This is an optimization exercise on Yosys and OpenROAD, whose aim is small area, a short achievable clock period and few clock cycles per item, not a production implementation. The RTL was checked by simulation tests, not by an equivalence proof against the original design. Power is estimated from default activity; no workload was simulated.

### design/flow/design.v
`default_nettype none
package cnn_pkg;
	localparam int PIX_W = 8;
	localparam int WGT_W = 4;
	localparam int N_CH = 4;
	localparam int PATCH = 4;
	localparam int KSIZE = 3;
	localparam int N_POS = 4;
	localparam int FEAT_W = 8;
	localparam int FEAT_MAX = 127;
	localparam int ACC_DEFAULT = 20;
	localparam int ADDR_W = 6;
	localparam logic [ADDR_W-1:0] REG_PIX_BASE = ADDR_W'(0);
	localparam logic [ADDR_W-1:0] REG_WGT_BASE = ADDR_W'(16);
	localparam logic [ADDR_W-1:0] REG_BIAS = ADDR_W'(28);
	localparam logic [ADDR_W-1:0] REG_CMD = ADDR_W'(29);
	localparam logic [ADDR_W-1:0] REG_STATUS = ADDR_W'(30);
	localparam logic [ADDR_W-1:0] REG_FEAT = ADDR_W'(31);
	localparam logic [ADDR_W-1:0] REG_MAX = ADDR_W'(32);
	typedef enum logic [1:0] {
		CMD_NOP = 2'd0,
		CMD_START = 2'd1,
		CMD_CLEAR = 2'd2
	} cmd_e;
	typedef enum logic [2:0] {
		S_IDLE,
		S_WINDOW,
		S_MAC,
		S_QUANT,
		S_POOL,
		S_DONE
	} run_state_e;
endpackage
`default_nettype wire
`default_nettype none
module kernel_mac (
	input  logic [8:0]  a0, a1, a2,
	input  logic [4:0]  b0, b1, b2,
	input  logic [17:0] s_i,
	input  logic [17:0] c_i,
	output logic [17:0] s_o,
	output logic [17:0] c_o
);
	logic t0, t1, t2, t3, t4, t5, t6, t7, t8, t9, t10, t11, t12, t13, t14, t15;
	logic t16, t17, t18, t19, t20, t21, t22, t23, t24, t25, t26, t27, t28, t29, t30, t31;
	logic t32, t33, t34, t35, t36, t37, t38, t39, t40, t41, t42, t43, t44, t45, t46, t47;
	logic t48, t49, t50, t51, t52, t53, t54, t55, t56, t57, t58, t59, t60, t61, t62, t63;
	logic t64, t65, t66, t67, t68, t69, t70, t71, t72, t73, t74, t75, t76, t77, t78, t79;
	logic t80, t81, t82, t83, t84, t85, t86, t87, t88, t89, t90, t91, t92, t93, t94, t95;
	logic t96, t97, t98, t99, t100, t101, t102, t103, t104, t105, t106, t107, t108, t109, t110, t111;
	logic t112, t113, t114, t115, t116, t117, t118, t119, t120, t121, t122, t123, t124, t125, t126, t127;
	logic t128, t129, t130, t131, t132, t133, t134, t135, t136, t137, t138, t139, t140, t141, t142, t143;
	logic t144, t145, t146, t147, t148, t149, t150, t151, t152, t153, t154, t155, t156, t157, t158, t159;
	logic t160, t161, t162, t163, t164, t165, t166, t167, t168, t169, t170, t171, t172, t173, t174, t175;
	logic t176, t177, t178, t179, t180, t181, t182, t183, t184, t185, t186, t187, t188, t189, t190, t191;
	logic t192, t193, t194, t195, t196, t197, t198, t199, t200, t201, t202, t203, t204, t205, t206, t207;
	logic t208, t209, t210, t211, t212, t213, t214, t215, t216, t217, t218, t219, t220, t221, t222, t223;
	logic t224, t225, t226, t227, t228, t229, t230, t231, t232, t233, t234, t235, t236, t237, t238, t239;
	logic t240, t241, t242, t243, t244, t245, t246, t247, t248, t249, t250, t251, t252, t253, t254, t255;
	logic t256, t257, t258, t259, t260, t261, t262, t263, t264, t265, t266, t267, t268, t269, t270, t271;
	logic t272, t273, t274, t275, t276, t277, t278, t279, t280, t281, t282, t283, t284, t285, t286, t287;
	logic t288, t289, t290, t291, t292, t293, t294, t295, t296, t297, t298, t299, t300, t301, t302, t303;
	logic t304, t305, t306, t307, t308, t309;
	assign t0 = (a0[3] & b0[0]) ^ (a0[2] & b0[1]);
	assign t1 = (a0[3] & b0[0]) & (a0[2] & b0[1]);
	assign t2 = (a0[4] & b0[0]) ^ (a0[3] & b0[1]) ^ (a0[2] & b0[2]);
	assign t3 = ((a0[4] & b0[0]) & (a0[3] & b0[1])) | ((a0[2] & b0[2]) & ((a0[4] & b0[0]) ^ (a0[3] & b0[1])));
	assign t4 = (a0[1] & b0[3]) ^ ~(a0[0] & b0[4]) ^ (a1[4] & b1[0]);
	assign t5 = ((a0[1] & b0[3]) & ~(a0[0] & b0[4])) | ((a1[4] & b1[0]) & ((a0[1] & b0[3]) ^ ~(a0[0] & b0[4])));
	assign t6 = (a1[3] & b1[1]) ^ (a1[2] & b1[2]) ^ (a1[1] & b1[3]);
	assign t7 = ((a1[3] & b1[1]) & (a1[2] & b1[2])) | ((a1[1] & b1[3]) & ((a1[3] & b1[1]) ^ (a1[2] & b1[2])));
	assign t8 = (a0[5] & b0[0]) ^ (a0[4] & b0[1]) ^ (a0[3] & b0[2]);
	assign t9 = ((a0[5] & b0[0]) & (a0[4] & b0[1])) | ((a0[3] & b0[2]) & ((a0[5] & b0[0]) ^ (a0[4] & b0[1])));
	assign t10 = (a0[2] & b0[3]) ^ ~(a0[1] & b0[4]) ^ (a1[5] & b1[0]);
	assign t11 = ((a0[2] & b0[3]) & ~(a0[1] & b0[4])) | ((a1[5] & b1[0]) & ((a0[2] & b0[3]) ^ ~(a0[1] & b0[4])));
	assign t12 = (a1[4] & b1[1]) ^ (a1[3] & b1[2]) ^ (a1[2] & b1[3]);
	assign t13 = ((a1[4] & b1[1]) & (a1[3] & b1[2])) | ((a1[2] & b1[3]) & ((a1[4] & b1[1]) ^ (a1[3] & b1[2])));
	assign t14 = ~(a1[1] & b1[4]) ^ (a2[5] & b2[0]) ^ (a2[4] & b2[1]);
	assign t15 = (~(a1[1] & b1[4]) & (a2[5] & b2[0])) | ((a2[4] & b2[1]) & (~(a1[1] & b1[4]) ^ (a2[5] & b2[0])));
	assign t16 = (a0[6] & b0[0]) ^ (a0[5] & b0[1]) ^ (a0[4] & b0[2]);
	assign t17 = ((a0[6] & b0[0]) & (a0[5] & b0[1])) | ((a0[4] & b0[2]) & ((a0[6] & b0[0]) ^ (a0[5] & b0[1])));
	assign t18 = (a0[3] & b0[3]) ^ ~(a0[2] & b0[4]) ^ (a1[6] & b1[0]);
	assign t19 = ((a0[3] & b0[3]) & ~(a0[2] & b0[4])) | ((a1[6] & b1[0]) & ((a0[3] & b0[3]) ^ ~(a0[2] & b0[4])));
	assign t20 = (a1[5] & b1[1]) ^ (a1[4] & b1[2]) ^ (a1[3] & b1[3]);
	assign t21 = ((a1[5] & b1[1]) & (a1[4] & b1[2])) | ((a1[3] & b1[3]) & ((a1[5] & b1[1]) ^ (a1[4] & b1[2])));
	assign t22 = ~(a1[2] & b1[4]) ^ (a2[6] & b2[0]) ^ (a2[5] & b2[1]);
	assign t23 = (~(a1[2] & b1[4]) & (a2[6] & b2[0])) | ((a2[5] & b2[1]) & (~(a1[2] & b1[4]) ^ (a2[6] & b2[0])));
	assign t24 = (a0[7] & b0[0]) ^ (a0[6] & b0[1]) ^ (a0[5] & b0[2]);
	assign t25 = ((a0[7] & b0[0]) & (a0[6] & b0[1])) | ((a0[5] & b0[2]) & ((a0[7] & b0[0]) ^ (a0[6] & b0[1])));
	assign t26 = (a0[4] & b0[3]) ^ ~(a0[3] & b0[4]) ^ (a1[7] & b1[0]);
	assign t27 = ((a0[4] & b0[3]) & ~(a0[3] & b0[4])) | ((a1[7] & b1[0]) & ((a0[4] & b0[3]) ^ ~(a0[3] & b0[4])));
	assign t28 = (a1[6] & b1[1]) ^ (a1[5] & b1[2]) ^ (a1[4] & b1[3]);
	assign t29 = ((a1[6] & b1[1]) & (a1[5] & b1[2])) | ((a1[4] & b1[3]) & ((a1[6] & b1[1]) ^ (a1[5] & b1[2])));
	assign t30 = ~(a1[3] & b1[4]) ^ (a2[7] & b2[0]) ^ (a2[6] & b2[1]);
	assign t31 = (~(a1[3] & b1[4]) & (a2[7] & b2[0])) | ((a2[6] & b2[1]) & (~(a1[3] & b1[4]) ^ (a2[7] & b2[0])));
	assign t32 = ~(a0[8] & b0[0]) ^ (a0[7] & b0[1]) ^ (a0[6] & b0[2]);
	assign t33 = (~(a0[8] & b0[0]) & (a0[7] & b0[1])) | ((a0[6] & b0[2]) & (~(a0[8] & b0[0]) ^ (a0[7] & b0[1])));
	assign t34 = (a0[5] & b0[3]) ^ ~(a0[4] & b0[4]) ^ ~(a1[8] & b1[0]);
	assign t35 = ((a0[5] & b0[3]) & ~(a0[4] & b0[4])) | (~(a1[8] & b1[0]) & ((a0[5] & b0[3]) ^ ~(a0[4] & b0[4])));
	assign t36 = (a1[7] & b1[1]) ^ (a1[6] & b1[2]) ^ (a1[5] & b1[3]);
	assign t37 = ((a1[7] & b1[1]) & (a1[6] & b1[2])) | ((a1[5] & b1[3]) & ((a1[7] & b1[1]) ^ (a1[6] & b1[2])));
	assign t38 = ~(a1[4] & b1[4]) ^ ~(a2[8] & b2[0]) ^ (a2[7] & b2[1]);
	assign t39 = (~(a1[4] & b1[4]) & ~(a2[8] & b2[0])) | ((a2[7] & b2[1]) & (~(a1[4] & b1[4]) ^ ~(a2[8] & b2[0])));
	assign t40 = (a2[6] & b2[2]) ^ (a2[5] & b2[3]);
	assign t41 = (a2[6] & b2[2]) & (a2[5] & b2[3]);
	assign t42 = ~(a0[8] & b0[1]) ^ (a0[7] & b0[2]) ^ (a0[6] & b0[3]);
	assign t43 = (~(a0[8] & b0[1]) & (a0[7] & b0[2])) | ((a0[6] & b0[3]) & (~(a0[8] & b0[1]) ^ (a0[7] & b0[2])));
	assign t44 = ~(a0[5] & b0[4]) ^ ~(a1[8] & b1[1]) ^ (a1[7] & b1[2]);
	assign t45 = (~(a0[5] & b0[4]) & ~(a1[8] & b1[1])) | ((a1[7] & b1[2]) & (~(a0[5] & b0[4]) ^ ~(a1[8] & b1[1])));
	assign t46 = (a1[6] & b1[3]) ^ ~(a1[5] & b1[4]) ^ ~(a2[8] & b2[1]);
	assign t47 = ((a1[6] & b1[3]) & ~(a1[5] & b1[4])) | (~(a2[8] & b2[1]) & ((a1[6] & b1[3]) ^ ~(a1[5] & b1[4])));
	assign t48 = (a2[7] & b2[2]) ^ (a2[6] & b2[3]);
	assign t49 = (a2[7] & b2[2]) & (a2[6] & b2[3]);
	assign t50 = ~(a0[8] & b0[2]) ^ (a0[7] & b0[3]) ^ ~(a0[6] & b0[4]);
	assign t51 = (~(a0[8] & b0[2]) & (a0[7] & b0[3])) | (~(a0[6] & b0[4]) & (~(a0[8] & b0[2]) ^ (a0[7] & b0[3])));
	assign t52 = (a0[2] & b0[0]) ^ (a0[1] & b0[1]) ^ (a0[0] & b0[2]);
	assign t53 = ((a0[2] & b0[0]) & (a0[1] & b0[1])) | ((a0[0] & b0[2]) & ((a0[2] & b0[0]) ^ (a0[1] & b0[1])));
	assign t54 = (a0[1] & b0[2]) ^ (a0[0] & b0[3]) ^ (a1[3] & b1[0]);
	assign t55 = ((a0[1] & b0[2]) & (a0[0] & b0[3])) | ((a1[3] & b1[0]) & ((a0[1] & b0[2]) ^ (a0[0] & b0[3])));
	assign t56 = (a1[2] & b1[1]) ^ (a1[1] & b1[2]) ^ (a1[0] & b1[3]);
	assign t57 = ((a1[2] & b1[1]) & (a1[1] & b1[2])) | ((a1[0] & b1[3]) & ((a1[2] & b1[1]) ^ (a1[1] & b1[2])));
	assign t58 = (a2[3] & b2[0]) ^ (a2[2] & b2[1]);
	assign t59 = (a2[3] & b2[0]) & (a2[2] & b2[1]);
	assign t60 = ~(a1[0] & b1[4]) ^ (a2[4] & b2[0]) ^ (a2[3] & b2[1]);
	assign t61 = (~(a1[0] & b1[4]) & (a2[4] & b2[0])) | ((a2[3] & b2[1]) & (~(a1[0] & b1[4]) ^ (a2[4] & b2[0])));
	assign t62 = (a2[2] & b2[2]) ^ (a2[1] & b2[3]) ^ ~(a2[0] & b2[4]);
	assign t63 = ((a2[2] & b2[2]) & (a2[1] & b2[3])) | (~(a2[0] & b2[4]) & ((a2[2] & b2[2]) ^ (a2[1] & b2[3])));
	assign t64 = s_i[4] ^ c_i[4] ^ 1'b1;
	assign t65 = (s_i[4] & c_i[4]) | (1'b1 & (s_i[4] ^ c_i[4]));
	assign t66 = t1 ^ t2;
	assign t67 = t1 & t2;
	assign t68 = (a2[3] & b2[2]) ^ (a2[2] & b2[3]) ^ ~(a2[1] & b2[4]);
	assign t69 = ((a2[3] & b2[2]) & (a2[2] & b2[3])) | (~(a2[1] & b2[4]) & ((a2[3] & b2[2]) ^ (a2[2] & b2[3])));
	assign t70 = s_i[5] ^ c_i[5] ^ 1'b1;
	assign t71 = (s_i[5] & c_i[5]) | (1'b1 & (s_i[5] ^ c_i[5]));
	assign t72 = t3 ^ t5 ^ t7;
	assign t73 = (t3 & t5) | (t7 & (t3 ^ t5));
	assign t74 = t8 ^ t10 ^ t12;
	assign t75 = (t8 & t10) | (t12 & (t8 ^ t10));
	assign t76 = (a2[4] & b2[2]) ^ (a2[3] & b2[3]) ^ ~(a2[2] & b2[4]);
	assign t77 = ((a2[4] & b2[2]) & (a2[3] & b2[3])) | (~(a2[2] & b2[4]) & ((a2[4] & b2[2]) ^ (a2[3] & b2[3])));
	assign t78 = s_i[6] ^ c_i[6] ^ t9;
	assign t79 = (s_i[6] & c_i[6]) | (t9 & (s_i[6] ^ c_i[6]));
	assign t80 = t11 ^ t13 ^ t15;
	assign t81 = (t11 & t13) | (t15 & (t11 ^ t13));
	assign t82 = t16 ^ t18 ^ t20;
	assign t83 = (t16 & t18) | (t20 & (t16 ^ t18));
	assign t84 = (a2[5] & b2[2]) ^ (a2[4] & b2[3]) ^ ~(a2[3] & b2[4]);
	assign t85 = ((a2[5] & b2[2]) & (a2[4] & b2[3])) | (~(a2[3] & b2[4]) & ((a2[5] & b2[2]) ^ (a2[4] & b2[3])));
	assign t86 = s_i[7] ^ c_i[7] ^ t17;
	assign t87 = (s_i[7] & c_i[7]) | (t17 & (s_i[7] ^ c_i[7]));
	assign t88 = t19 ^ t21 ^ t23;
	assign t89 = (t19 & t21) | (t23 & (t19 ^ t21));
	assign t90 = t24 ^ t26 ^ t28;
	assign t91 = (t24 & t26) | (t28 & (t24 ^ t26));
	assign t92 = ~(a2[4] & b2[4]) ^ s_i[8] ^ c_i[8];
	assign t93 = (~(a2[4] & b2[4]) & s_i[8]) | (c_i[8] & (~(a2[4] & b2[4]) ^ s_i[8]));
	assign t94 = 1'b1 ^ t25 ^ t27;
	assign t95 = (1'b1 & t25) | (t27 & (1'b1 ^ t25));
	assign t96 = t29 ^ t31 ^ t32;
	assign t97 = (t29 & t31) | (t32 & (t29 ^ t31));
	assign t98 = t34 ^ t36 ^ t38;
	assign t99 = (t34 & t36) | (t38 & (t34 ^ t36));
	assign t100 = ~(a2[5] & b2[4]) ^ s_i[9] ^ c_i[9];
	assign t101 = (~(a2[5] & b2[4]) & s_i[9]) | (c_i[9] & (~(a2[5] & b2[4]) ^ s_i[9]));
	assign t102 = 1'b1 ^ t33 ^ t35;
	assign t103 = (1'b1 & t33) | (t35 & (1'b1 ^ t33));
	assign t104 = t37 ^ t39 ^ t41;
	assign t105 = (t37 & t39) | (t41 & (t37 ^ t39));
	assign t106 = t42 ^ t44 ^ t46;
	assign t107 = (t42 & t44) | (t46 & (t42 ^ t44));
	assign t108 = ~(a1[8] & b1[2]) ^ (a1[7] & b1[3]) ^ ~(a1[6] & b1[4]);
	assign t109 = (~(a1[8] & b1[2]) & (a1[7] & b1[3])) | (~(a1[6] & b1[4]) & (~(a1[8] & b1[2]) ^ (a1[7] & b1[3])));
	assign t110 = ~(a2[8] & b2[2]) ^ (a2[7] & b2[3]) ^ ~(a2[6] & b2[4]);
	assign t111 = (~(a2[8] & b2[2]) & (a2[7] & b2[3])) | (~(a2[6] & b2[4]) & (~(a2[8] & b2[2]) ^ (a2[7] & b2[3])));
	assign t112 = s_i[10] ^ c_i[10] ^ t43;
	assign t113 = (s_i[10] & c_i[10]) | (t43 & (s_i[10] ^ c_i[10]));
	assign t114 = t45 ^ t47 ^ t49;
	assign t115 = (t45 & t47) | (t49 & (t45 ^ t47));
	assign t116 = ~(a0[8] & b0[3]) ^ ~(a0[7] & b0[4]) ^ ~(a1[8] & b1[3]);
	assign t117 = (~(a0[8] & b0[3]) & ~(a0[7] & b0[4])) | (~(a1[8] & b1[3]) & (~(a0[8] & b0[3]) ^ ~(a0[7] & b0[4])));
	assign t118 = ~(a1[7] & b1[4]) ^ ~(a2[8] & b2[3]) ^ ~(a2[7] & b2[4]);
	assign t119 = (~(a1[7] & b1[4]) & ~(a2[8] & b2[3])) | (~(a2[7] & b2[4]) & (~(a1[7] & b1[4]) ^ ~(a2[8] & b2[3])));
	assign t120 = (a0[1] & b0[0]) ^ (a0[0] & b0[1]) ^ (a1[1] & b1[0]);
	assign t121 = ((a0[1] & b0[0]) & (a0[0] & b0[1])) | ((a1[1] & b1[0]) & ((a0[1] & b0[0]) ^ (a0[0] & b0[1])));
	assign t122 = (a1[2] & b1[0]) ^ (a1[1] & b1[1]) ^ (a1[0] & b1[2]);
	assign t123 = ((a1[2] & b1[0]) & (a1[1] & b1[1])) | ((a1[0] & b1[2]) & ((a1[2] & b1[0]) ^ (a1[1] & b1[1])));
	assign t124 = (a2[2] & b2[0]) ^ (a2[1] & b2[1]) ^ (a2[0] & b2[2]);
	assign t125 = ((a2[2] & b2[0]) & (a2[1] & b2[1])) | ((a2[0] & b2[2]) & ((a2[2] & b2[0]) ^ (a2[1] & b2[1])));
	assign t126 = (a2[1] & b2[2]) ^ (a2[0] & b2[3]) ^ s_i[3];
	assign t127 = ((a2[1] & b2[2]) & (a2[0] & b2[3])) | (s_i[3] & ((a2[1] & b2[2]) ^ (a2[0] & b2[3])));
	assign t128 = c_i[3] ^ t0 ^ t53;
	assign t129 = (c_i[3] & t0) | (t53 & (c_i[3] ^ t0));
	assign t130 = t54 ^ t56;
	assign t131 = t54 & t56;
	assign t132 = t4 ^ t6 ^ t55;
	assign t133 = (t4 & t6) | (t55 & (t4 ^ t6));
	assign t134 = t57 ^ t59 ^ t60;
	assign t135 = (t57 & t59) | (t60 & (t57 ^ t59));
	assign t136 = t62 ^ t64 ^ t66;
	assign t137 = (t62 & t64) | (t66 & (t62 ^ t64));
	assign t138 = t14 ^ t61 ^ t63;
	assign t139 = (t14 & t61) | (t63 & (t14 ^ t61));
	assign t140 = t65 ^ t67 ^ t68;
	assign t141 = (t65 & t67) | (t68 & (t65 ^ t67));
	assign t142 = t70 ^ t72 ^ t74;
	assign t143 = (t70 & t72) | (t74 & (t70 ^ t72));
	assign t144 = t22 ^ t69 ^ t71;
	assign t145 = (t22 & t69) | (t71 & (t22 ^ t69));
	assign t146 = t73 ^ t75 ^ t76;
	assign t147 = (t73 & t75) | (t76 & (t73 ^ t75));
	assign t148 = t78 ^ t80 ^ t82;
	assign t149 = (t78 & t80) | (t82 & (t78 ^ t80));
	assign t150 = t30 ^ t77 ^ t79;
	assign t151 = (t30 & t77) | (t79 & (t30 ^ t77));
	assign t152 = t81 ^ t83 ^ t84;
	assign t153 = (t81 & t83) | (t84 & (t81 ^ t83));
	assign t154 = t86 ^ t88 ^ t90;
	assign t155 = (t86 & t88) | (t90 & (t86 ^ t88));
	assign t156 = t40 ^ t85 ^ t87;
	assign t157 = (t40 & t85) | (t87 & (t40 ^ t85));
	assign t158 = t89 ^ t91 ^ t92;
	assign t159 = (t89 & t91) | (t92 & (t89 ^ t91));
	assign t160 = t94 ^ t96 ^ t98;
	assign t161 = (t94 & t96) | (t98 & (t94 ^ t96));
	assign t162 = t48 ^ t93 ^ t95;
	assign t163 = (t48 & t93) | (t95 & (t48 ^ t93));
	assign t164 = t97 ^ t99 ^ t100;
	assign t165 = (t97 & t99) | (t100 & (t97 ^ t99));
	assign t166 = t102 ^ t104 ^ t106;
	assign t167 = (t102 & t104) | (t106 & (t102 ^ t104));
	assign t168 = t50 ^ t101 ^ t103;
	assign t169 = (t50 & t101) | (t103 & (t50 ^ t101));
	assign t170 = t105 ^ t107 ^ t108;
	assign t171 = (t105 & t107) | (t108 & (t105 ^ t107));
	assign t172 = t110 ^ t112 ^ t114;
	assign t173 = (t110 & t112) | (t114 & (t110 ^ t112));
	assign t174 = s_i[11] ^ c_i[11] ^ t51;
	assign t175 = (s_i[11] & c_i[11]) | (t51 & (s_i[11] ^ c_i[11]));
	assign t176 = t109 ^ t111 ^ t113;
	assign t177 = (t109 & t111) | (t113 & (t109 ^ t111));
	assign t178 = t115 ^ t116 ^ t118;
	assign t179 = (t115 & t116) | (t118 & (t115 ^ t116));
	assign t180 = (a0[8] & b0[4]) ^ (a1[8] & b1[4]) ^ (a2[8] & b2[4]);
	assign t181 = ((a0[8] & b0[4]) & (a1[8] & b1[4])) | ((a2[8] & b2[4]) & ((a0[8] & b0[4]) ^ (a1[8] & b1[4])));
	assign t182 = s_i[12] ^ c_i[12] ^ t117;
	assign t183 = (s_i[12] & c_i[12]) | (t117 & (s_i[12] ^ c_i[12]));
	assign t184 = (a0[0] & b0[0]) ^ (a1[0] & b1[0]);
	assign t185 = (a0[0] & b0[0]) & (a1[0] & b1[0]);
	assign t186 = (a1[0] & b1[1]) ^ (a2[1] & b2[0]) ^ (a2[0] & b2[1]);
	assign t187 = ((a1[0] & b1[1]) & (a2[1] & b2[0])) | ((a2[0] & b2[1]) & ((a1[0] & b1[1]) ^ (a2[1] & b2[0])));
	assign t188 = s_i[1] ^ c_i[1];
	assign t189 = s_i[1] & c_i[1];
	assign t190 = s_i[2] ^ c_i[2] ^ t52;
	assign t191 = (s_i[2] & c_i[2]) | (t52 & (s_i[2] ^ c_i[2]));
	assign t192 = t121 ^ t122 ^ t124;
	assign t193 = (t121 & t122) | (t124 & (t121 ^ t122));
	assign t194 = t58 ^ t123 ^ t125;
	assign t195 = (t58 & t123) | (t125 & (t58 ^ t123));
	assign t196 = t126 ^ t128 ^ t130;
	assign t197 = (t126 & t128) | (t130 & (t126 ^ t128));
	assign t198 = t127 ^ t129 ^ t131;
	assign t199 = (t127 & t129) | (t131 & (t127 ^ t129));
	assign t200 = t132 ^ t134 ^ t136;
	assign t201 = (t132 & t134) | (t136 & (t132 ^ t134));
	assign t202 = t133 ^ t135 ^ t137;
	assign t203 = (t133 & t135) | (t137 & (t133 ^ t135));
	assign t204 = t138 ^ t140 ^ t142;
	assign t205 = (t138 & t140) | (t142 & (t138 ^ t140));
	assign t206 = t139 ^ t141 ^ t143;
	assign t207 = (t139 & t141) | (t143 & (t139 ^ t141));
	assign t208 = t144 ^ t146 ^ t148;
	assign t209 = (t144 & t146) | (t148 & (t144 ^ t146));
	assign t210 = t145 ^ t147 ^ t149;
	assign t211 = (t145 & t147) | (t149 & (t145 ^ t147));
	assign t212 = t150 ^ t152 ^ t154;
	assign t213 = (t150 & t152) | (t154 & (t150 ^ t152));
	assign t214 = t151 ^ t153 ^ t155;
	assign t215 = (t151 & t153) | (t155 & (t151 ^ t153));
	assign t216 = t156 ^ t158 ^ t160;
	assign t217 = (t156 & t158) | (t160 & (t156 ^ t158));
	assign t218 = t157 ^ t159 ^ t161;
	assign t219 = (t157 & t159) | (t161 & (t157 ^ t159));
	assign t220 = t162 ^ t164 ^ t166;
	assign t221 = (t162 & t164) | (t166 & (t162 ^ t164));
	assign t222 = t163 ^ t165 ^ t167;
	assign t223 = (t163 & t165) | (t167 & (t163 ^ t165));
	assign t224 = t168 ^ t170 ^ t172;
	assign t225 = (t168 & t170) | (t172 & (t168 ^ t170));
	assign t226 = t169 ^ t171 ^ t173;
	assign t227 = (t169 & t171) | (t173 & (t169 ^ t171));
	assign t228 = t174 ^ t176 ^ t178;
	assign t229 = (t174 & t176) | (t178 & (t174 ^ t176));
	assign t230 = t119 ^ t175 ^ t177;
	assign t231 = (t119 & t175) | (t177 & (t119 ^ t175));
	assign t232 = t179 ^ t180 ^ t182;
	assign t233 = (t179 & t180) | (t182 & (t179 ^ t180));
	assign t234 = s_i[13] ^ c_i[13] ^ 1'b1;
	assign t235 = (s_i[13] & c_i[13]) | (1'b1 & (s_i[13] ^ c_i[13]));
	assign t236 = t181 ^ t183;
	assign t237 = t181 & t183;
	assign t238 = (a2[0] & b2[0]) ^ s_i[0];
	assign t239 = (a2[0] & b2[0]) & s_i[0];
	assign t240 = t120 ^ t185 ^ t186;
	assign t241 = (t120 & t185) | (t186 & (t120 ^ t185));
	assign t242 = t187 ^ t189 ^ t190;
	assign t243 = (t187 & t189) | (t190 & (t187 ^ t189));
	assign t244 = t191 ^ t193 ^ t194;
	assign t245 = (t191 & t193) | (t194 & (t191 ^ t193));
	assign t246 = t195 ^ t197 ^ t198;
	assign t247 = (t195 & t197) | (t198 & (t195 ^ t197));
	assign t248 = t199 ^ t201 ^ t202;
	assign t249 = (t199 & t201) | (t202 & (t199 ^ t201));
	assign t250 = t203 ^ t205 ^ t206;
	assign t251 = (t203 & t205) | (t206 & (t203 ^ t205));
	assign t252 = t207 ^ t209 ^ t210;
	assign t253 = (t207 & t209) | (t210 & (t207 ^ t209));
	assign t254 = t211 ^ t213 ^ t214;
	assign t255 = (t211 & t213) | (t214 & (t211 ^ t213));
	assign t256 = t215 ^ t217 ^ t218;
	assign t257 = (t215 & t217) | (t218 & (t215 ^ t217));
	assign t258 = t219 ^ t221 ^ t222;
	assign t259 = (t219 & t221) | (t222 & (t219 ^ t221));
	assign t260 = t223 ^ t225 ^ t226;
	assign t261 = (t223 & t225) | (t226 & (t223 ^ t225));
	assign t262 = t227 ^ t229 ^ t230;
	assign t263 = (t227 & t229) | (t230 & (t227 ^ t229));
	assign t264 = t231 ^ t233 ^ t234;
	assign t265 = (t231 & t233) | (t234 & (t231 ^ t233));
	assign t266 = s_i[14] ^ c_i[14] ^ t235;
	assign t267 = (s_i[14] & c_i[14]) | (t235 & (s_i[14] ^ c_i[14]));
	assign t268 = s_i[15] ^ c_i[15];
	assign t269 = s_i[15] & c_i[15];
	assign t270 = s_i[16] ^ c_i[16];
	assign t271 = s_i[16] & c_i[16];
	assign t272 = s_i[17] ^ c_i[17];
	assign t273 = s_i[17] & c_i[17];
	assign t274 = c_i[0] ^ t184;
	assign t275 = c_i[0] & t184;
	assign t276 = t188 ^ t239 ^ t240;
	assign t277 = (t188 & t239) | (t240 & (t188 ^ t239));
	assign t278 = t192 ^ t241 ^ t242;
	assign t279 = (t192 & t241) | (t242 & (t192 ^ t241));
	assign t280 = t196 ^ t243 ^ t244;
	assign t281 = (t196 & t243) | (t244 & (t196 ^ t243));
	assign t282 = t200 ^ t245 ^ t246;
	assign t283 = (t200 & t245) | (t246 & (t200 ^ t245));
	assign t284 = t204 ^ t247 ^ t248;
	assign t285 = (t204 & t247) | (t248 & (t204 ^ t247));
	assign t286 = t208 ^ t249 ^ t250;
	assign t287 = (t208 & t249) | (t250 & (t208 ^ t249));
	assign t288 = t212 ^ t251 ^ t252;
	assign t289 = (t212 & t251) | (t252 & (t212 ^ t251));
	assign t290 = t216 ^ t253 ^ t254;
	assign t291 = (t216 & t253) | (t254 & (t216 ^ t253));
	assign t292 = t220 ^ t255 ^ t256;
	assign t293 = (t220 & t255) | (t256 & (t220 ^ t255));
	assign t294 = t224 ^ t257 ^ t258;
	assign t295 = (t224 & t257) | (t258 & (t224 ^ t257));
	assign t296 = t228 ^ t259 ^ t260;
	assign t297 = (t228 & t259) | (t260 & (t228 ^ t259));
	assign t298 = t232 ^ t261 ^ t262;
	assign t299 = (t232 & t261) | (t262 & (t232 ^ t261));
	assign t300 = t236 ^ t263 ^ t264;
	assign t301 = (t236 & t263) | (t264 & (t236 ^ t263));
	assign t302 = t237 ^ t265 ^ t266;
	assign t303 = (t237 & t265) | (t266 & (t237 ^ t265));
	assign t304 = 1'b1 ^ t267 ^ t268;
	assign t305 = (1'b1 & t267) | (t268 & (1'b1 ^ t267));
	assign t306 = 1'b1 ^ t269 ^ t270;
	assign t307 = (1'b1 & t269) | (t270 & (1'b1 ^ t269));
	assign t308 = 1'b1 ^ t271 ^ t272;
	assign t309 = (1'b1 & t271) | (t272 & (1'b1 ^ t271));
	assign s_o = {t307, t305, t303, t301, t299, t297, t295, t293, t291, t289, t287, t285, t283, t281, t279, t277, t275, t238};
	assign c_o = {t308, t306, t304, t302, t300, t298, t296, t294, t292, t290, t288, t286, t284, t282, t280, t278, t276, t274};
endmodule
`default_nettype wire
`default_nettype none
module conv_top (
	input  logic        clk,
	input  logic        rst_n,
	input  logic        wb_cyc_i,
	input  logic        wb_stb_i,
	input  logic        wb_we_i,
	input  logic [5:0]  wb_adr_i,
	input  logic [31:0] wb_dat_i,
	output logic [31:0] wb_dat_o,
	output logic        wb_ack_o
);
	logic go, go2;
	logic done_q;
	logic req, wr, pix_w, wgt_w, bias_w, cmd_w, start_cmd, clear_cmd;
	logic max_wait;
	assign req = wb_cyc_i && wb_stb_i;
	assign wb_ack_o = req && !(max_wait && wb_adr_i == 6'd32);
	assign wr = req && wb_we_i && rst_n;
	assign max_wait = go || go2;
	assign pix_w = wr && wb_adr_i[5:4] == 2'b00;
	assign wgt_w = wr && wb_adr_i >= 6'd16 && wb_adr_i <= 6'd27;
	assign bias_w = wr && wb_adr_i == 6'd28;
	assign cmd_w = wr && wb_adr_i == 6'd29 && wb_dat_i[31:2] == 30'd0;
	assign start_cmd = cmd_w && wb_dat_i[1:0] == 2'd1;
	assign clear_cmd = cmd_w && wb_dat_i[1:0] == 2'd2;
	logic [15:0] sp0, sp1;
	logic [11:0] sw0, sw1;
	always_comb begin
		sp0 = '0;
		sp1 = '0;
		sw0 = '0;
		sw1 = '0;
		for (int ch = 0; ch < 4; ch++) begin
			for (int r = 0; r < 4; r++) begin
				if (wb_adr_i == 6'(ch * 4 + r)) begin
					sp0[ch * 4 + r] = 1'b1;
					if (r < 3) sw0[ch * 3 + r] = 1'b1;
					if (r > 0) sw1[ch * 3 + r - 1] = 1'b1;
				end
			end
			for (int kr = 0; kr < 3; kr++) begin
				if (wb_adr_i == 6'(16 + ch * 3 + kr)) begin
					sp0[ch * 4 + kr] = 1'b1;
					sp1[ch * 4 + kr + 1] = 1'b1;
					sw0[ch * 3 + kr] = 1'b1;
				end
			end
		end
	end
	logic [31:0] pix [16];
	logic [15:0] pix_v;
	logic [11:0] wgt [12];
	logic [11:0] wgt_v;
	logic signed [3:0] bias;
	always_ff @(posedge clk) begin
		for (int i = 0; i < 16; i++)
			if (wr && wb_adr_i == 6'(i)) pix[i] <= wb_dat_i;
		for (int i = 0; i < 12; i++)
			if (wr && wb_adr_i == 6'(16 + i)) wgt[i] <= wb_dat_i[11:0];
	end
	always_ff @(posedge clk) begin
		if (!rst_n) begin
			pix_v <= '0;
			wgt_v <= '0;
			bias <= '0;
		end else begin
			for (int i = 0; i < 16; i++)
				if (wr && wb_adr_i == 6'(i)) pix_v[i] <= 1'b1;
			for (int i = 0; i < 12; i++)
				if (wr && wb_adr_i == 6'(16 + i)) wgt_v[i] <= 1'b1;
			if (bias_w) bias <= wb_dat_i[3:0];
		end
	end
	logic [31:0] prow0, prow1;
	logic [11:0] wrow0, wrow1;
	logic        q_pix, q_wgt;
	logic [31:0] x0_q, x1_q;
	logic [11:0] y0_q, y1_q;
	always_comb begin
		prow0 = '0;
		prow1 = '0;
		wrow0 = '0;
		wrow1 = '0;
		for (int i = 0; i < 16; i++) begin
			prow0 = prow0 | ({32{sp0[i] & pix_v[i]}} & pix[i]);
			prow1 = prow1 | ({32{sp1[i] & pix_v[i]}} & pix[i]);
		end
		for (int i = 0; i < 12; i++) begin
			wrow0 = wrow0 | ({12{sw0[i] & wgt_v[i]}} & wgt[i]);
			wrow1 = wrow1 | ({12{sw1[i] & wgt_v[i]}} & wgt[i]);
		end
	end
	always_ff @(posedge clk) begin
		if (!rst_n) begin
			q_pix <= 1'b0;
			q_wgt <= 1'b0;
		end else begin
			q_pix <= pix_w;
			q_wgt <= wgt_w;
		end
	end
	always_ff @(posedge clk) begin
		x0_q <= pix_w ? wb_dat_i : prow0;
		x1_q <= pix_w ? prow0 : prow1;
		y0_q <= pix_w ? wrow0 : wb_dat_i[11:0];
		y1_q <= pix_w ? wrow1 : wrow0;
	end
	logic [8:0] a [2][4];
	logic [4:0] b [2][3];
	always_comb begin
		for (int x = 0; x < 4; x++) begin
			if (q_pix) begin
				a[0][x] = {1'b0, x0_q[(3-x)*8 +: 8]} - {1'b0, x1_q[(3-x)*8 +: 8]};
				a[1][x] = a[0][x];
			end else begin
				a[0][x] = {1'b0, x0_q[(3-x)*8 +: 8]};
				a[1][x] = {1'b0, x1_q[(3-x)*8 +: 8]};
			end
		end
		for (int c = 0; c < 3; c++) begin
			if (q_pix) begin
				b[0][c] = {y0_q[(2-c)*4+3], y0_q[(2-c)*4 +: 4]};
				b[1][c] = {y1_q[(2-c)*4+3], y1_q[(2-c)*4 +: 4]};
			end else if (q_wgt) begin
				b[0][c] = {y0_q[(2-c)*4+3], y0_q[(2-c)*4 +: 4]}
					- {y1_q[(2-c)*4+3], y1_q[(2-c)*4 +: 4]};
				b[1][c] = b[0][c];
			end else begin
				b[0][c] = '0;
				b[1][c] = '0;
			end
		end
	end
	logic [17:0] acc_s [4];
	logic [17:0] acc_c [4];
	logic [17:0] nxt_s [4];
	logic [17:0] nxt_c [4];
	for (genvar p = 0; p < 4; p++) begin : g_pos
		kernel_mac u_mac (
			.a0(a[p/2][p%2]), .a1(a[p/2][p%2 + 1]), .a2(a[p/2][p%2 + 2]),
			.b0(b[p/2][0]), .b1(b[p/2][1]), .b2(b[p/2][2]),
			.s_i(acc_s[p]), .c_i(acc_c[p]), .s_o(nxt_s[p]), .c_o(nxt_c[p])
		);
	end
	always_ff @(posedge clk) begin
		if (!rst_n) begin
			for (int p = 0; p < 4; p++) begin
				acc_s[p] <= 18'd64;
				acc_c[p] <= 18'd0;
			end
		end else begin
			for (int p = 0; p < 4; p++) begin
				acc_s[p] <= nxt_s[p];
				acc_c[p] <= nxt_c[p];
			end
		end
	end
	logic [6:0] feat [4];
	logic [6:0] fmax;
	always_ff @(posedge clk) begin
		if (!rst_n) begin
			go <= 1'b0;
			done_q <= 1'b0;
		end else begin
			go <= start_cmd;
			if (start_cmd) done_q <= 1'b1;
			else if (clear_cmd) done_q <= 1'b0;
		end
	end
	logic [6:0] fc [4];
	logic [6:0] fm;
	always_comb begin
		logic ge [4][4];
		for (int p = 0; p < 4; p++) begin
			logic [17:0] sum;
			logic [10:0] f;
			sum = acc_s[p] + acc_c[p] + {{7{bias[3]}}, bias, 7'd0};
			f = sum[17:7];
			fc[p] = f[10] ? 7'd0 : (f[9:7] != 3'd0 ? 7'd127 : f[6:0]);
		end
		for (int i = 0; i < 4; i++)
			for (int j = 0; j < 4; j++)
				ge[i][j] = feat[i] >= feat[j];
		if (ge[0][1] && ge[0][2] && ge[0][3]) fm = feat[0];
		else if (ge[1][2] && ge[1][3]) fm = feat[1];
		else if (ge[2][3]) fm = feat[2];
		else fm = feat[3];
	end
	always_ff @(posedge clk) begin
		if (!rst_n) begin
			for (int p = 0; p < 4; p++) feat[p] <= '0;
			fmax <= '0;
			go2 <= 1'b0;
		end else begin
			if (go) begin
				for (int p = 0; p < 4; p++) feat[p] <= fc[p];
			end
			if (go2) fmax <= fm;
			go2 <= go;
		end
	end
	always_comb begin
		case (wb_adr_i)
			6'd30: wb_dat_o = {30'd0, done_q, 1'b0};
			6'd31: wb_dat_o = {1'b0, feat[0], 1'b0, feat[1], 1'b0, feat[2], 1'b0, feat[3]};
			6'd32: wb_dat_o = {25'd0, fmax};
			default: wb_dat_o = '0;
		endcase
	end
endmodule
`default_nettype wire
### design/flow/run.sh
#!/bin/bash
# synth_recipe.tcl (not shown) runs the flow's synth.tcl, then flattens the netlist and writes it again
# the make line also repeats each setting of config.mk as NAME=value (left out here)
make -C /OpenROAD-flow-scripts/flow DESIGN_CONFIG=/design/flow/config.mk WORK_HOME=/design/flow/orfs CLKGATE_MAP_FILE= SYNTH_SCRIPT=/design/flow/synth_recipe.tcl finish
### design/flow/config.mk
export PLATFORM = sky130hd
export DESIGN_NAME = conv_top
export DESIGN_NICKNAME = conv_top
export VERILOG_FILES = /design/flow/design.v
export SDC_FILE = /design/flow/constraint.sdc
export NUM_CORES = 8
export LEC_CHECK = 0
export CAP_MARGIN = 20
export CORE_MARGIN = 2
export CORE_UTILIZATION = 65
export CTS_BUF_LIST = sky130_fd_sc_hd__clkbuf_4 sky130_fd_sc_hd__clkbuf_8
export SETUP_SLACK_MARGIN = 5
export SLEW_MARGIN = 20
### design/flow/constraint.sdc
create_clock -name core_clock -period 11.0 [get_ports {clk}]
set_input_delay 2.2000 -clock core_clock [delete_from_list [all_inputs] [get_ports {clk}]]
set_output_delay 2.2000 -clock core_clock [all_outputs]
set_load 0.01 [all_outputs]
==> results.py, run 1 <==
metrics = {
    "sta": {
        "rsz0062_at_grt": "yes",
        "worst_pin_slew_ns": 1.25,
        "fin_crit_sh": 0.543,
        "drv_slew": 0,
        "max_freq_ghz": 0.167,
        "setup_viol": 0,
        "period_needed_ns": 5.98,
        "final-hold-violation-count": 0,
        "slew_headroom": 0.166,
        "fin_setup_tns_ns": 0,
        "clock_skew_ns": 0.0517,
    },
    "critical_path": {
        "r2r_cells": 16,
        "startpoint_type": "input pin",
        "reg2reg_slack_ns": 5.14,
        "critical_path.endpoint": "wb_dat_o[24]",
        "r2r-start": "y0_q[7]",
        "crit_arrival_ns": 3.78,
        "worst-path-max-fanout": 23,
        "reg2reg_to": "acc_c[1][6]",
        "critical_path_class": "input pin to output port",
        "startpoint": "wb_adr_i[5]",
        "endpoint_kind": "output port",
        "crit_required_ns": 8.80,
    },
    "die": {
        "core_um2": 91400,
        "ios": 76,
        "die_x_um": 307,
        "die-area_um2": 94400,
        "start_util": 0.654,
        "placementRows": 111,
        "die_h_um": 307,
    },
    "layout": {
        "finalNonFillerCells": 6679,
        "drive_above_1_share": 0.125,
        "layout_common_cells": "inv_1, edfxtp_1, fa_1, nor2_1, a22oi_1",
        "final_common_cell": "inv_1",
        "nets": 6228,
        "syn2layout_area_growth_pct": 10.5,
        "register_area_um2": 25800,
        "multi_input_area_um2": 30900,
        "fillers": 6662,
    },
    "power": {
        "p_per_area_nw_per_um2": 145,
        "p_clk_frac": 0.347,
        "leakagePower_nw": 25.6,
        "ir_drop_mv": 0.178,
        "p_seq_frac": 0.429,
        "combPwrFrac": 0.224,
        "p_sw_frac": 0.294,
        "power.switching_w": 0.00282,
        "p_int_w": 0.00678,
    },
    "global_routing": {
        "grt_use_total": 0.397,
        "overflow": 0,
        "antenna_found_initial": 17,
        "grt_pass1_wl_um": 275000,
        "grt_pass1_vias": 44300,
        "grt_max_degree": 99,
    },
    "drt": {
        "wl_per_cell_um": 28.0,
        "vias": 44000,
        "first_iter_violations": 5919,
        "drc": 0,
        "drt.antenna.violating_nets": 0,
        "first_pass_iters": 10,
        "drt-total-wl_um": 187000,
        "viasPerCell": 6.59,
    },
    "synthesis": {
        "yosys.area.top_type": "edfxtp_1",
        "synth_area_um2": 59800,
        "yosysTopAreaCellShare": 0.329,
        "synth_cell_type_count": 91,
        "synthCells": 5209,
        "ys_seq_area_frac": 0.431,
        "synth_top_flop_cell": "edfxtp_1",
        "synth_area_leaders": "edfxtp_1, fa_1, dfxtp_1",
        "synth-seq-cells": 960,
        "syn_area_per_cell_um2": 11.5,
        "async_reset_ff_frac": 0,
        "yosys_warnings": 21,
        "synth_edf_count": 656,
    },
    "hold_path": {
        "hold_class": "register to register",
    },
    "cts": {
        "clk_latency_ns": 0.88,
        "cts_tree": "done",
        "clock_sinks": 960,
        "ctsHoldBuffers": 0,
        "clk_pin_slew_ns": 0.06,
        "h-tree-depth": 4,
        "cts.root.buffer_cell": "clkbuf_8",
        "clock_path_buffers": 3,
        "numCtsBuffers": 158,
    },
    "placed_design": {
        "place_congestion": 0.977,
        "port_buffers": 71,
        "numPlacedInstances": 6351,
        "dp_hpwl_um": 120000,
    },
    "outcome": {
        "outcome": "timing/DRC/antenna clean",
    },
    "flow_run": {
        "maxCapViolations": 0,
    },
}
## cell type report
cell class                 instances  share of cell area
multi-input combinational       3336               0.467
sequential                       960               0.390
clock buffer                     225              0.0421
inverter                         667              0.0379
timing repair buffer             234              0.0314
tap                             1186              0.0225
clock inverter                    63             0.00835
antenna                            8            0.000303
## power groups by stage
stage	registers [W]	clock network [W]	logic, W
finish	0.00412	0.00333	0.00215
global route	0.00413	0.00350	0.00250
CTS	0.00412	0.00334	0.00216
detailed placement	0.00420	0	0.00215
global placement	0.00419	0	0.00206
floorplan	0.00416	0	0.00162
## sequential cells by signal (all words and copies together), names as in the netlist
register / cells
q_wgt: 1
wgt: 144
pix_v: 16
y0_q: 12
fmax: 7
q_pix: 1
wgt_v: 12
x0_q: 32
pix: 512
feat: 28
bias: 4
acc_s: 72
acc_c: 72
y1_q: 12
go2: 1
x1_q: 32
go: 1
done_q: 1
## how the worst min path moves through the flow
stage                     startpoint         to  slack (ns)  depth (start not counted)
after detailed placement   pix_v[12]  pix_v[12]        0.43                          1
after CTS                  pix_v[12]  pix_v[12]        0.45                          1
after global routing        pix_v[8]   pix_v[8]        0.47                          1
final                      pix_v[13]  pix_v[13]        0.45                          1
after floorplan             pix_v[4]   pix_v[4]        0.42                          1
after global placement     pix_v[12]  pix_v[12]        0.43                          1
## repair_timing
action                                 in CTS  in global routing
gates resized for setup                    61                 56
setup endpoints to repair                  63                 75
gates cloned                                1                  4
setup buffers                               6                 20
endpoints found under the hold margin       0                  0
pin swaps                                   3                  7
## routing by layer
metal,GRT usage,vias up,share of wire
li1,-,18600,-
met1,0.501,21600,0.36
met2,0.629,3136,0.46
met3,0.106,720,0.12
met4,0.216,10,0.059
met5,0,-,0.00038
## stage by stage
step / hold slack [ns] / utilization / setup slack (ns) / power [W] / area (µm²)
2_1_floorplan: 0.418 / - / 4.54 / 0.00578 / 59800
3_3_place_gp: 0.427 / 0.680 / 3.36 / 0.00625 / 62100
3_5_place_dp: 0.434 / 0.680 / 3.25 / 0.00634 / 62200
4_1_cts: 0.453 / 0.718 / 5.00 / 0.00963 / 65600
5_1_grt: 0.473 / 0.723 / 4.96 / 0.0101 / 66100
6_report: 0.455 / 0.723 / 5.02 / 0.00959 / 66100
## cell families (layout without fill, tap and decap cells)
group | after synthesis | in the layout | share of synthesized area
buffers and inverters | 919 | 1189 | 0.0608
XOR/XNOR | 48 | 48 | 0.00703
flip-flops | 960 | 960 | 0.431
AO/OA/AOI/OAI | 1084 | 1086 | 0.135
multiplexers | 63 | 64 | 0.0115
adder cells (fa/ha/maj) | 828 | 828 | 0.246
AND/OR/NAND/NOR | 1306 | 1306 | 0.109
other | 1 | 12 | 0.0000627
## worst max-delay path, stage by stage
cell and delay [ns]:
clkbuf_4 0.22, nor2b_4 0.19, nand3_1 0.11, buf_6 0.20
nor3_1 0.24, clkdlybuf4s50_1 0.57
## cells in the mapped netlist (10+ instances only)
library cell  instances
o21ai_0              77
dfxtp_1             304
a21o_1               76
mux2i_1              27
a222oi_1             44
nor4_1               15
buf_6                12
mux2_2               34
and2_1              149
nor2b_1              53
ha_1                249
and4_1               12
nand4_1              83
fa_1                579
buf_2                49
a21boi_0             14
buf_1                10
a22oi_1             359
a221oi_2             10
edfxtp_1            656
nand3_1              26
nand2_1             211
o21a_1               63
nor2_1              459
inv_1               666
xor2_1               21
or2_2                84
nor3_1               52
and3_1               68
a221oi_1            106
a21boi_1             10
a21oi_1             167
clkbuf_1            171
o221ai_1             15
nand2b_1             52
nor3b_1              13
a22o_1               56
xnor2_1              27
nand3b_1             11
Testbench counts, summed over its fixed seeds: cycles 11,761, jobs 512.
==> run 2: changes to the inputs <==
==> design/flow/flow/run.sh (new file) <==
#!/bin/bash
set -euo pipefail
MARGIN=6.5
sed "s/SETUP_SLACK_MARGIN=[0-9.]*/SETUP_SLACK_MARGIN=$MARGIN/" standard.sh > standard_margin.sh
grep -q "SETUP_SLACK_MARGIN=$MARGIN" standard_margin.sh
bash standard_margin.sh > standard.log 2>&1
==> design/flow/standard.sh (new file) <==
#!/bin/bash
# synth_recipe.tcl (not shown) runs the flow's synth.tcl, then flattens the netlist and writes it again
# the make line also repeats each setting of config.mk as NAME=value (left out here)
make -C /OpenROAD-flow-scripts/flow DESIGN_CONFIG=/design/flow/config.mk WORK_HOME=/design/flow/orfs CLKGATE_MAP_FILE= SYNTH_SCRIPT=/design/flow/synth_recipe.tcl "${@:-finish}"
--- a/design/flow/config.mk
+++ b/design/flow/config.mk
@@ -8,6 +8,5 @@
 export CAP_MARGIN = 20
 export CORE_MARGIN = 2
 export CORE_UTILIZATION = 65
-export CTS_BUF_LIST = sky130_fd_sc_hd__clkbuf_4 sky130_fd_sc_hd__clkbuf_8
 export SETUP_SLACK_MARGIN = 5
 export SLEW_MARGIN = 20
removed: design/flow/run.sh
==> run 2 against run 1 <==
Compared with the run above: still clean on timing, DRC and antenna; non-clock buffer count up 162; register-to-register slack better by 0.30 ns; worst hold slack worse by 0.0087 ns; synthesized cell count unchanged; clock power up 6%; fmax up 6.2%; sequential power about the same; final area up 6.6%; largest power group unchanged.
==> results.py, run 2 <==
metrics = {
    "critical_path": {
        "worst-path-max-fanout": 8,
        "r2r_cells": 23,
        "critical_path_class": "input pin to output port",
        "cpPeakStageDelay_ns": 0.24,
        "crit_required_ns": 8.80,
        "slowest_stage": "nor3b_4",
        "startpoint_type": "input pin",
        "crit_chain": "buf_6 -> buf_12 -> nor2_4 -> nand2_4 -> nor3b_4 -> buf_12 -> o21ai_4 -> and3_4 -> buf_6",
        "crit_arrival_ns": 3.43,
        "endpoint_kind": "output port",
    },
    "die": {
        "core_um2": 91400,
        "die_h_um": 307,
        "placementRows": 111,
        "ios": 76,
        "die-area_um2": 94400,
        "start_util": 0.654,
        "die_x_um": 307,
    },
    "global_routing": {
        "overflow": 0,
        "grt_pass1_wl_um": 291000,
        "antenna_found_initial": 14,
        "grt_pass1_vias": 46200,
        "grt_max_degree": 111,
        "grt_use_total": 0.421,
    },
    "synthesis": {
        "ys_seq_area_frac": 0.431,
        "async_reset_ff_frac": 0,
        "yosysTopAreaCellShare": 0.329,
        "yosys_warnings": 21,
        "synth_cell_type_count": 91,
        "synth_area_leaders": "edfxtp_1, fa_1, dfxtp_1",
        "synth_top_flop_cell": "edfxtp_1",
        "synth_edf_count": 656,
        "syn_area_per_cell_um2": 11.5,
        "yosysMostFrequentCell": "inv_1",
        "yosys.area.top_type": "edfxtp_1",
        "synth_area_um2": 59800,
        "yosys-top-cells-count": "inv_1, edfxtp_1, fa_1",
        "synthCells": 5209,
        "synth-seq-cells": 960,
    },
    "cts": {
        "cts.root.buffer_cell": "clkbuf_16",
        "clk_latency_ns": 0.72,
        "clk_pin_slew_ns": 0.06,
        "numCtsBuffers": 101,
        "h-tree-depth": 3,
        "ctsHoldBuffers": 0,
        "clock_sinks": 960,
        "clock_path_buffers": 3,
        "cts_tree": "done",
    },
    "layout": {
        "multi_input_area_um2": 33300,
        "nets": 6343,
        "final_common_cell": "edfxtp_1",
        "reg.largest.list": "pix (512), wgt (144)",
        "drive_above_1_share": 0.254,
        "layout_common_cells": "edfxtp_1, inv_1, nor2_1, a22oi_1, fa_1",
        "register_area_um2": 25800,
        "syn2layout_area_growth_pct": 17.8,
        "largest_register_ffs": 512,
        "fillers": 5719,
        "largest-register": "pix",
    },
    "sta": {
        "clock_skew_ns": 0.0509,
        "drv_slew": 0,
        "final-hold-violation-count": 0,
        "fin_crit_sh": 0.511,
        "fin_setup_tns_ns": 0,
        "holdWs_ns": 0.446,
        "slew_headroom": 0.205,
        "rsz0062_at_grt": "yes",
        "period_needed_ns": 5.63,
        "fin_ws_ns": 5.37,
        "setup_viol": 0,
        "worst_pin_slew_ns": 1.19,
        "max_freq_ghz": 0.178,
    },
    "power": {
        "p_sw_frac": 0.293,
        "ir_drop_mv": 0.174,
        "p_int_w": 0.00717,
        "p_clk_frac": 0.347,
        "p_per_area_nw_per_um2": 144,
        "p_seq_frac": 0.406,
        "leakagePower_nw": 26.6,
        "combPwrFrac": 0.247,
        "power.switching_w": 0.00297,
    },
    "drt": {
        "drt-total-wl_um": 199000,
        "drc": 0,
        "wl_per_cell_um": 29.4,
        "drt.antenna.violating_nets": 0,
        "first_pass_iters": 12,
        "viasPerCell": 6.74,
        "vias": 45500,
        "first_iter_violations": 6276,
    },
    "placed_design": {
        "pre_cts_ws_ns": 3.47,
        "port_buffers": 71,
        "place_congestion": 0.951,
        "dp_hpwl_um": 118000,
    },
    "flow_run": {
        "maxCapViolations": 0,
    },
    "hold_path": {
        "whs_path_depth": 1,
        "hold_class": "register to register",
    },
    "outcome": {
        "outcome": "timing/DRC/antenna clean",
    },
}
## run 2: cell types whose count changed in the layout (fill, tap and decap cells not counted), sizes merged, moves of 3 or more
cell / delta
dlygate4sd2: -7
clkdlybuf4s50: -6
clkinvlp: +6
dlymetal6s2s: -14
a21oi: +3
clkbuf: -103
buf: +193
inv: +3
bufinv: +4
clkinv: -13
## run 2: final cells by class
class / instances / area share
multi-input cells: 3346 / 0.473
flip-flops and latches: 960 / 0.367
repair buffers: 396 / 0.0548
clock buffers: 124 / 0.0378
inverters: 667 / 0.0356
well taps: 1186 / 0.0211
clock inverters: 63 / 0.0104
diodes: 7 / 0.000249
## run 2: kinds of logic (layout without fill, tap and decap cells)
family / count (synthesis) / in the layout / synth area share
other cells: 1 / 11 / 0.0000627
compound gates: 1084 / 1092 / 0.135
fa+ha+maj: 828 / 828 / 0.246
mux: 63 / 66 / 0.0115
simple gates: 1306 / 1308 / 0.109
flops: 960 / 960 / 0.431
xor+xnor: 48 / 48 / 0.00703
buf+inv: 919 / 1250 / 0.0608
## run 2: stage by stage
stage           util  power (W)  area (µm²)  std cells
2_1_floorplan      -    0.00587       61100       5212
3_3_place_gp   0.691    0.00634       63100       6328
3_5_place_dp   0.691    0.00645       63100       6328
4_1_cts        0.761     0.0100       69600       6708
5_1_grt        0.771     0.0107       70400       6746
6_report       0.771     0.0101       70400       6749
## run 2: critical path, delay by kind of cell
family | cells | cell delay (ns)
and+or+nand+nor | 4 | 0.62
buffers and inverters | 4 | 0.52
AOI/OAI and AO/OA | 1 | 0.06
## run 2: power groups by stage
stage	Clock [W]	Combinational, W	Sequential (W)
2_1_floorplan	0	0.00171	0.00416
6_report	0.00352	0.00251	0.00412
5_1_grt	0.00367	0.00287	0.00413
3_5_place_dp	0	0.00226	0.00419
3_3_place_gp	0	0.00216	0.00419
4_1_cts	0.00353	0.00240	0.00412
## run 2: what timing repair did
item | in CTS | in global routing
endpoints found under the setup margin | 459 | 242
gates resized for setup | 574 | 179
gates cloned | 15 | 1
pin swaps | 220 | 138
setup buffers | 178 | 33
## run 2: path summary, 6_finish.rpt
check / from / endpoint / slack (ns)
hold reg to reg: pix_v[4] / pix_v[4] / 0.45
setup / recovery: wb_adr_i[0] / wb_ack_o / 5.37
hold / removal: pix_v[4] / pix_v[4] / 0.45
setup reg to reg: x0_q[16] / acc_c[3][8] / 5.44
## run 2: layer usage
metal | up-vias | global-route usage | wire length [µm]
met5 | - | 0 | 84
met3 | 981 | 0.115 | 24800
met1 | 22200 | 0.514 | 68400
met2 | 3408 | 0.667 | 90600
met4 | 14 | 0.267 | 14800
li1 | 18800 | - | -
==> run 3: changes to the inputs <==
==> design/flow/run.sh (new file) <==
#!/bin/bash
# synth_recipe.tcl (not shown) runs the flow's synth.tcl, then flattens the netlist and writes it again
# the make line also repeats each setting of config.mk as NAME=value (left out here)
make -C /OpenROAD-flow-scripts/flow DESIGN_CONFIG=/design/flow/config.mk WORK_HOME=/design/flow/orfs CLKGATE_MAP_FILE= SYNTH_SCRIPT=/design/flow/synth_recipe.tcl finish
--- a/design/flow/config.mk
+++ b/design/flow/config.mk
@@ -8,5 +8,8 @@
 export CAP_MARGIN = 20
 export CORE_MARGIN = 2
 export CORE_UTILIZATION = 65
+export CTS_BUF_LIST = sky130_fd_sc_hd__clkbuf_8
+export CTS_CLUSTER_DIAMETER = 50
+export CTS_CLUSTER_SIZE = 25
 export SETUP_SLACK_MARGIN = 5
 export SLEW_MARGIN = 20
removed: design/flow/flow/run.sh
removed: design/flow/standard.sh
==> run 3 against run 2 <==
Compared with the run above: via count is 4.3% lower; clock power fell by 28%; sequential power hardly changed; critical path type unchanged; routed wire length shrank 6.6%; utilization fell by 6.0 points; critical endpoint is now wb_dat_o[24]; synthesized cell count is the same; final cell count down 2.7%; clock-buffer cell count fell by 25; sequential cell count unchanged; highest routed layer unchanged; first-iteration DRC count fell by 4.0%; die area stayed put.
==> results.py, run 3 <==
metrics = {
    "cts": {
        "h-tree-depth": 3,
        "clk_pin_slew_ns": 0.09,
        "cts.root.buffer_cell": "clkbuf_8",
        "ctsHoldBuffers": 0,
        "clk_latency_ns": 0.85,
        "cts_tree": "done",
        "numCtsBuffers": 97,
        "clock_sinks": 960,
        "clock_path_buffers": 3,
    },
    "placed_design": {
        "dp_hpwl_um": 120000,
        "place_congestion": 0.977,
        "port_buffers": 71,
        "pre_cts_ws_ns": 3.25,
    },
    "die": {
        "core_um2": 91400,
        "die_h_um": 307,
        "ios": 76,
        "start_util": 0.654,
        "die_x_um": 307,
        "die-area_um2": 94400,
        "placementRows": 111,
    },
    "synthesis": {
        "yosysTopAreaCellShare": 0.329,
        "yosys-top-cells-count": "inv_1, edfxtp_1, fa_1",
        "synth_area_leaders": "edfxtp_1, fa_1, dfxtp_1",
        "synth_edf_count": 656,
        "yosysMostFrequentCell": "inv_1",
        "async_reset_ff_frac": 0,
        "yosys.area.top_type": "edfxtp_1",
        "ys_seq_area_frac": 0.431,
        "synth-seq-cells": 960,
        "synthCells": 5209,
        "synth_area_um2": 59800,
        "synth_cell_type_count": 91,
        "synth_top_flop_cell": "edfxtp_1",
        "syn_area_per_cell_um2": 11.5,
        "yosys_warnings": 21,
    },
    "sta": {
        "final-hold-violation-count": 0,
        "max_freq_ghz": 0.167,
        "fin_setup_tns_ns": 0,
        "period_needed_ns": 5.99,
        "rsz0062_at_grt": "yes",
        "fin_crit_sh": 0.545,
        "slew_headroom": 0.185,
        "drv_slew": 0,
        "clock_skew_ns": 0.0858,
        "setup_viol": 0,
        "worst_pin_slew_ns": 1.22,
        "fin_ws_ns": 5.01,
    },
    "layout": {
        "syn2layout_area_growth_pct": 8.66,
        "largest_register_ffs": 512,
        "final_common_cell": "inv_1",
        "reg.largest.list": "pix (512), wgt (144)",
        "layout_common_cells": "inv_1, edfxtp_1, fa_1, nor2_1, a22oi_1",
        "fillers": 6751,
        "drive_above_1_share": 0.110,
        "multi_input_area_um2": 30900,
        "largest-register": "pix",
        "register_area_um2": 25800,
        "nets": 6169,
    },
    "critical_path": {
        "startpoint_type": "input pin",
        "endpoint_kind": "output port",
        "crit_required_ns": 8.80,
        "crit_arrival_ns": 3.79,
        "critical_path_class": "input pin to output port",
        "worst-path-max-fanout": 23,
    },
    "drt": {
        "first_pass_iters": 9,
        "wl_per_cell_um": 28.3,
        "drt.antenna.violating_nets": 0,
        "vias": 43500,
        "viasPerCell": 6.63,
        "drt-total-wl_um": 186000,
        "first_iter_violations": 6024,
        "drc": 0,
    },
    "global_routing": {
        "overflow": 0,
        "grt_pass1_wl_um": 273000,
        "grt_use_total": 0.394,
        "grt_pass1_vias": 43600,
        "antenna_found_initial": 15,
        "grt_max_degree": 99,
    },
    "power": {
        "ir_drop_mv": 0.135,
        "p_sw_frac": 0.321,
        "p_per_area_nw_per_um2": 135,
        "p_seq_frac": 0.468,
        "power_w": 0.00879,
        "leakagePower_nw": 25.0,
        "power.switching_w": 0.00283,
        "combPwrFrac": 0.245,
        "p_int_w": 0.00596,
        "p_clk_frac": 0.287,
    },
    "hold_path": {
        "hold_class": "register to register",
    },
    "outcome": {
        "outcome": "timing/DRC/antenna clean",
    },
    "flow_run": {
        "maxCapViolations": 0,
    },
}
-- run 3: cell families after synthesis --
logic type	Yosys count	share of synthesized area
compound gates	1084	0.135
xor+xnor	48	0.00703
simple gates	1306	0.109
flops	960	0.431
buf+inv	919	0.0608
mux	63	0.0115
other cells	1	0.0000627
fa+ha+maj	828	0.246
-- run 3: metal layers --
layer  wire [µm]  vias up  GRT usage
met4       10600        6      0.204
met2       86000     3016      0.630
met3       22400      659     0.0935
met1       66600    21400      0.504
li1            -    18400          -
met5          47        -          0
-- run 3: cell type report --
cell class	instances	share of cell area
Clock buffer	99	0.0210
Sequential cell	960	0.397
Antenna cell	5	0.000193
Multi-Input combinational cell	3337	0.476
Clock inverter	78	0.0129
Timing Repair Buffer	235	0.0321
Inverter	667	0.0385
Tap cell	1186	0.0228
-- run 3: through the flow --
step | hold WS [ns] | util | std cells | instance area [µm²]
finish | 0.462 | 0.711 | 6567 | 65000
global route | 0.480 | 0.711 | 6566 | 65000
CTS | 0.461 | 0.707 | 6541 | 64600
detailed placement | 0.434 | 0.680 | 6351 | 62200
global placement | 0.427 | 0.680 | 6350 | 62100
floorplan | 0.418 | - | 5212 | 59800
-- run 3: critical path, stage by stage --
cell and delay [ns]:
clkbuf_4 0.23, nor2b_4 0.19, nand3_1 0.12, buf_6 0.20, nor3_1 0.24, clkdlybuf4s50_1 0.57
-- run 3: final timing paths --
check	start	end	slack (ns)	cells after the start
worst min register to register	pix_v[12]	pix_v[12]	0.46	1
worst min-delay path	pix_v[12]	pix_v[12]	0.46	1
worst max-delay path	wb_adr_i[5]	wb_dat_o[24]	5.01	6
worst max register to register	y0_q[7]	acc_c[3][10]	5.11	16
-- run 3: what timing repair did --
action,CTS,global route
resized for setup,65,59
gates cloned,2,4
endpoints found under the setup margin,65,79
setup buffers,11,17
pin swaps,4,6
-- run 3: power by group through the flow --
stage	clock, W	combinational, W	sequential [W]
after floorplan	0	0.00162	0.00416
after global placement	0	0.00206	0.00419
after detailed placement	0	0.00215	0.00420
after CTS	0.00254	0.00217	0.00411
after global routing	0.00268	0.00251	0.00413
final	0.00253	0.00215	0.00411

[afterwards: timing with drivers on the ports]
The flow's constraints put no driver on any port. The routed layouts listed below were extracted and timed again, unchanged, in two steps. Step 1: set_driving_cell puts a clkbuf_16 on clk and a buf_2 on each other input, an assumption about the parent block. Step 2, shift: input delay + t, output delay - t, t = (earliest + latest rising clock arrival at the registers) / 2. This alone moves slack from input paths to output paths. Slacks: no drivers / after step 1 / after step 2; pairs: no drivers / after step 1.
run	t (ns)	setup WS [ns]	worst setup path at the end	clock arrival spread, ns	worst data-port slew with drivers (ns)
run 1	0.922	5.024 / 4.953 / 4.953	input to output	0.051 / 0.052	0.16
run 2	0.770	5.374 / 5.302 / 5.302	input to output	0.057 / 0.057	0.12
run 3	0.881	5.010 / 4.938 / 4.938	input to output	0.092 / 0.091	0.16
After both steps every run listed still meets setup and hold.
